Context: an optimization exercise on an open-source flow, tuned for small area and a short achievable clock period. The choices shown serve that exercise and are no tape-out recipe. RTL that was checked went through simulation tests only; none was proved equivalent to the original.

==> flow/design.v <==
`timescale 1ns/10ps
package squeeze_pkg;
	function automatic int wk(input int lane, input int chan);
		wk = ((lane * 7 + chan * 3 + 2) % 13) - 6;
	endfunction
	function automatic int bk(input int lane);
		bk = (((lane * 5 + 1) % 7) - 3) * 64;
	endfunction
	function automatic int term_off(input int lane, input int chan);
		int k, a, sneg, lneg;
		k    = wk(lane, chan);
		a    = (k < 0) ? -k : k;
		sneg = (wk(0, chan) < 0) ? 1 : 0;
		lneg = (k < 0) ? 1 : 0;
		if (k == 0)
			term_off = 0;
		else if (lneg == sneg)
			term_off = -a * sneg;
		else
			term_off = a * sneg - 1;
	endfunction
	function automatic int preload(input int lane);
		int p;
		p = bk(lane);
		for (int c = 0; c < 8; c++) p = p - term_off(lane, c);
		preload = p;
	endfunction
endpackage
`timescale 1ns/10ps
module coef_rom #(
	parameter int LANE = 0
) (
	input  logic          clk,
	input  logic          xval,
	input  logic [2:0]    xchan,
	input  logic [18:0]   m1,
	input  logic [18:0]   m3,
	input  logic [18:0]   m5,
	output logic [18:0]   op
);
	logic [6:1] s_p_q, s_n_q;
	always_comb begin
		s_p_q = '0;
		s_n_q = '0;
		for (int c = 0; c < 8; c++) begin
			if (xval && xchan == c) begin
				for (int a = 1; a <= 6; a++) begin
					if (squeeze_pkg::wk(LANE, c) == a || squeeze_pkg::wk(LANE, c) == -a) begin
						if ((squeeze_pkg::wk(LANE, c) < 0) == (squeeze_pkg::wk(0, c) < 0))
							s_p_q[a] = 1'b1;
						else
							s_n_q[a] = 1'b1;
					end
				end
			end
		end
	end
	logic [18:0] mul [6:1];
	logic [18:0] t;
	assign mul[1] = m1;
	assign mul[2] = m1 << 1;
	assign mul[3] = m3;
	assign mul[4] = m1 << 2;
	assign mul[5] = m5;
	assign mul[6] = m3 << 1;
	always_comb begin
		t = '0;
		for (int a = 1; a <= 6; a++) begin
			t = t | ({19{s_p_q[a]}} & mul[a])
			      | ({19{s_n_q[a]}} & ~mul[a]);
		end
	end
	always_ff @(posedge clk) begin
		op <= t;
	end
endmodule
`timescale 1ns/10ps
module mac_lane #(
	parameter int LANE = 0
) (
	input  logic                   clk,
	input  logic                   first,
	input  logic [21-1:0]   op,
	output logic [21-1:0]   acc
);
	localparam int PRE_I = squeeze_pkg::preload(LANE);
	logic [21-1:0] preload;
	assign preload = PRE_I;
	always_ff @(posedge clk) begin
		acc <= (first ? preload : acc) + op;
	end
endmodule
`timescale 1ns/10ps
module requant (
	input  logic [21-1:0] acc,
	output logic [16-1:0] q
);
	assign q = {1'b0, acc[18:4] & {15{~acc[21-1]}}};
endmodule
`timescale 1ns/10ps
module squeeze_ctrl (
	input  logic       clk,
	input  logic       arst_n,
	input  logic       en,
	input  logic       ram_feedback,
	output logic [2:0] chan,
	output logic       xval,
	output logic [2:0] xchan,
	output logic       first,
	output logic       sample,
	output logic       finish
);
	localparam int NPIX = 3 * 3;
	logic       last2;
	logic [3:0] pix_cnt;
	logic       layer_end;
	logic       fb_seen;
	always_ff @(posedge clk or negedge arst_n) begin
		if (!arst_n) begin
			chan   <= 3'd0;
			xval   <= 1'b0;
			xchan  <= 3'd0;
			first  <= 1'b0;
			last2  <= 1'b0;
			sample <= 1'b0;
		end else begin
			if (en) chan <= chan + 3'd1;
			xval   <= en;
			xchan  <= chan;
			first  <= xval && (xchan == 3'd0);
			last2  <= xval && (xchan == 3'd7);
			sample <= last2;
		end
	end
	always_ff @(posedge clk or negedge arst_n) begin
		if (!arst_n) begin
			pix_cnt   <= '0;
			layer_end <= 1'b0;
		end else if (last2 && !layer_end) begin
			pix_cnt <= pix_cnt + 1'b1;
			if (pix_cnt == NPIX - 1) layer_end <= 1'b1;
		end
	end
	always_ff @(posedge clk or negedge arst_n) begin
		if (!arst_n) begin
			fb_seen <= 1'b0;
		end else if (ram_feedback) begin
			fb_seen <= 1'b1;
		end
	end
	assign finish = layer_end && !fb_seen;
endmodule
`timescale 1ns/10ps
module squeeze_top (
	input  logic                             clk,
	input  logic                             arst_n,
	input  logic                             en,
	input  logic [16-1:0]            ifm,
	input  logic                             ram_feedback,
	output logic [4*16-1:0] ofm,
	output logic                             sample,
	output logic                             finish
);
	logic [2:0]            chan;
	logic                  xval;
	logic [2:0]            xchan;
	logic                  first;
	logic [16-1:0] x;
	logic [18:0]           m1, m3, m5;
	squeeze_ctrl ctrl_i (
		.clk          (clk),
		.arst_n       (arst_n),
		.en           (en),
		.ram_feedback (ram_feedback),
		.chan         (chan),
		.xval         (xval),
		.xchan        (xchan),
		.first        (first),
		.sample       (sample),
		.finish       (finish)
	);
	always_ff @(posedge clk) begin
		x <= ifm ^ {16{~chan[1]}};
	end
	assign m1 = {{3{x[15]}}, x};
	assign m3 = m1 + (m1 << 1);
	assign m5 = m1 + (m1 << 2);
	genvar l;
	generate
		for (l = 0; l < 4; l++) begin : g_lane
			logic [18:0]          op;
			logic [21-1:0] acc;
			coef_rom #(.LANE(l)) sel_i (
				.clk    (clk),
				.xval   (xval),
				.xchan  (xchan),
				.m1     (m1),
				.m3     (m3),
				.m5     (m5),
				.op     (op)
			);
			mac_lane #(.LANE(l)) mac_i (
				.clk   (clk),
				.first (first),
				.op    ({{(21-19){op[18]}}, op}),
				.acc   (acc)
			);
			requant rq_i (
				.acc (acc),
				.q   (ofm[l*16 +: 16])
			);
		end
	endgenerate
endmodule
export LEC_CHECK = 0
export ABC_AREA = 1
export CAP_MARGIN = 20
export CORE_MARGIN = 2
export CORE_UTILIZATION = 40
export PLACE_DENSITY = 0.45
export SETUP_SLACK_MARGIN = 4.9
export SLEW_MARGIN = 20
create_clock -name core_clock -period 7.5 [get_ports {clk}]
standard.sh (not shown) runs the stock make flow with config.mk's settings and CLKGATE_MAP_FILE= SYNTH_SCRIPT=/design/flow/synth_recipe.tcl, a recipe that flattens the netlist after the stock synthesis.
==> flow/flow/run.sh <==
#!/bin/bash
set -euo pipefail
bash standard.sh \
  "BUFFER_PORTS_ARGS=-buffer_cell sky130_fd_sc_hd__buf_2" \
  "MATCH_CELL_FOOTPRINT=0" \
  "CTS_ARGS=-repair_clock_nets -dont_use_dummy_load -root_buf sky130_fd_sc_hd__clkbuf_16 -buf_list {sky130_fd_sc_hd__clkbuf_8}" \
  finish > make_finish.log 2>&1
Rerun with:
--- a/flow/design.v
+++ b/flow/design.v
@@ -33,5 +33,5 @@
 	input  logic          clk,
 	input  logic          xval,
-	input  logic [2:0]    xchan,
+	input  logic [2:0]    chan,
 	input  logic [18:0]   m1,
 	input  logic [18:0]   m3,
@@ -44,5 +44,5 @@
 		s_n_q = '0;
 		for (int c = 0; c < 8; c++) begin
-			if (xval && xchan == c) begin
+			if (xval && chan == (c + 1) % 8) begin
 				for (int a = 1; a <= 6; a++) begin
 					if (squeeze_pkg::wk(LANE, c) == a || squeeze_pkg::wk(LANE, c) == -a) begin
@@ -106,5 +106,4 @@
 	output logic [2:0] chan,
 	output logic       xval,
-	output logic [2:0] xchan,
 	output logic       first,
 	output logic       sample,
@@ -120,5 +119,4 @@
 			chan   <= 3'd0;
 			xval   <= 1'b0;
-			xchan  <= 3'd0;
 			first  <= 1'b0;
 			last2  <= 1'b0;
@@ -127,7 +125,6 @@
 			if (en) chan <= chan + 3'd1;
 			xval   <= en;
-			xchan  <= chan;
-			first  <= xval && (xchan == 3'd0);
-			last2  <= xval && (xchan == 3'd7);
+			first  <= xval && (chan == 3'd1);
+			last2  <= xval && (chan == 3'd0);
 			sample <= last2;
 		end
@@ -164,5 +161,4 @@
 	logic [2:0]            chan;
 	logic                  xval;
-	logic [2:0]            xchan;
 	logic                  first;
 	logic [16-1:0] x;
@@ -175,5 +171,4 @@
 		.chan         (chan),
 		.xval         (xval),
-		.xchan        (xchan),
 		.first        (first),
 		.sample       (sample),
@@ -194,5 +189,5 @@
 				.clk    (clk),
 				.xval   (xval),
-				.xchan  (xchan),
+				.chan   (chan),
 				.m1     (m1),
 				.m3     (m3),
Outcome: The new run finished with timing, DRC and antenna clean; routed wire length rises by 5.3%; design area grows by 1.0%; clock-buffer cell count does not change; first-iteration DRC count rose by 24%; worst setup slack improved by 0.044 ns; sequential share of layout area shrinks by 0.71 points; utilization goes up by 0.57 points; global-route usage went up by 0.69 points; non-clock buffer count rises by 9; die area fell by 0.53%.
The RTL of the second run of this note was laid out without a check of its function.

[static timing again, ports no longer ideal]
Ports are ideal in the flow. The routed layouts listed here were re-timed in OpenROAD. Step 1 (the two cells are an assumption about what drives the block):
set clk [get_ports {clk}]
set_driving_cell -lib_cell sky130_fd_sc_hd__clkbuf_16 $clk
set_driving_cell -lib_cell sky130_fd_sc_hd__buf_2 [delete_from_list [all_inputs] $clk]
Step 2 moves the port delays by t, midway between the first and last clock arrival at a register: inputs arrive t later, outputs are due t later. That takes back most of the time a late clock gives input paths. a / b / c = ideal ports / drivers / drivers and shift; a / b = the first two.
| run | t, ns | setup slack, ns | worst slew at a driven data input, ns |
|---|---|---|---|
| the first run | 0.460 | 4.867 / 4.810 / 4.957 | 0.03 |
| the second run | 0.458 | 4.911 / 4.858 / 4.943 | 0.04 |
After both steps setup and hold are still met in every run listed.
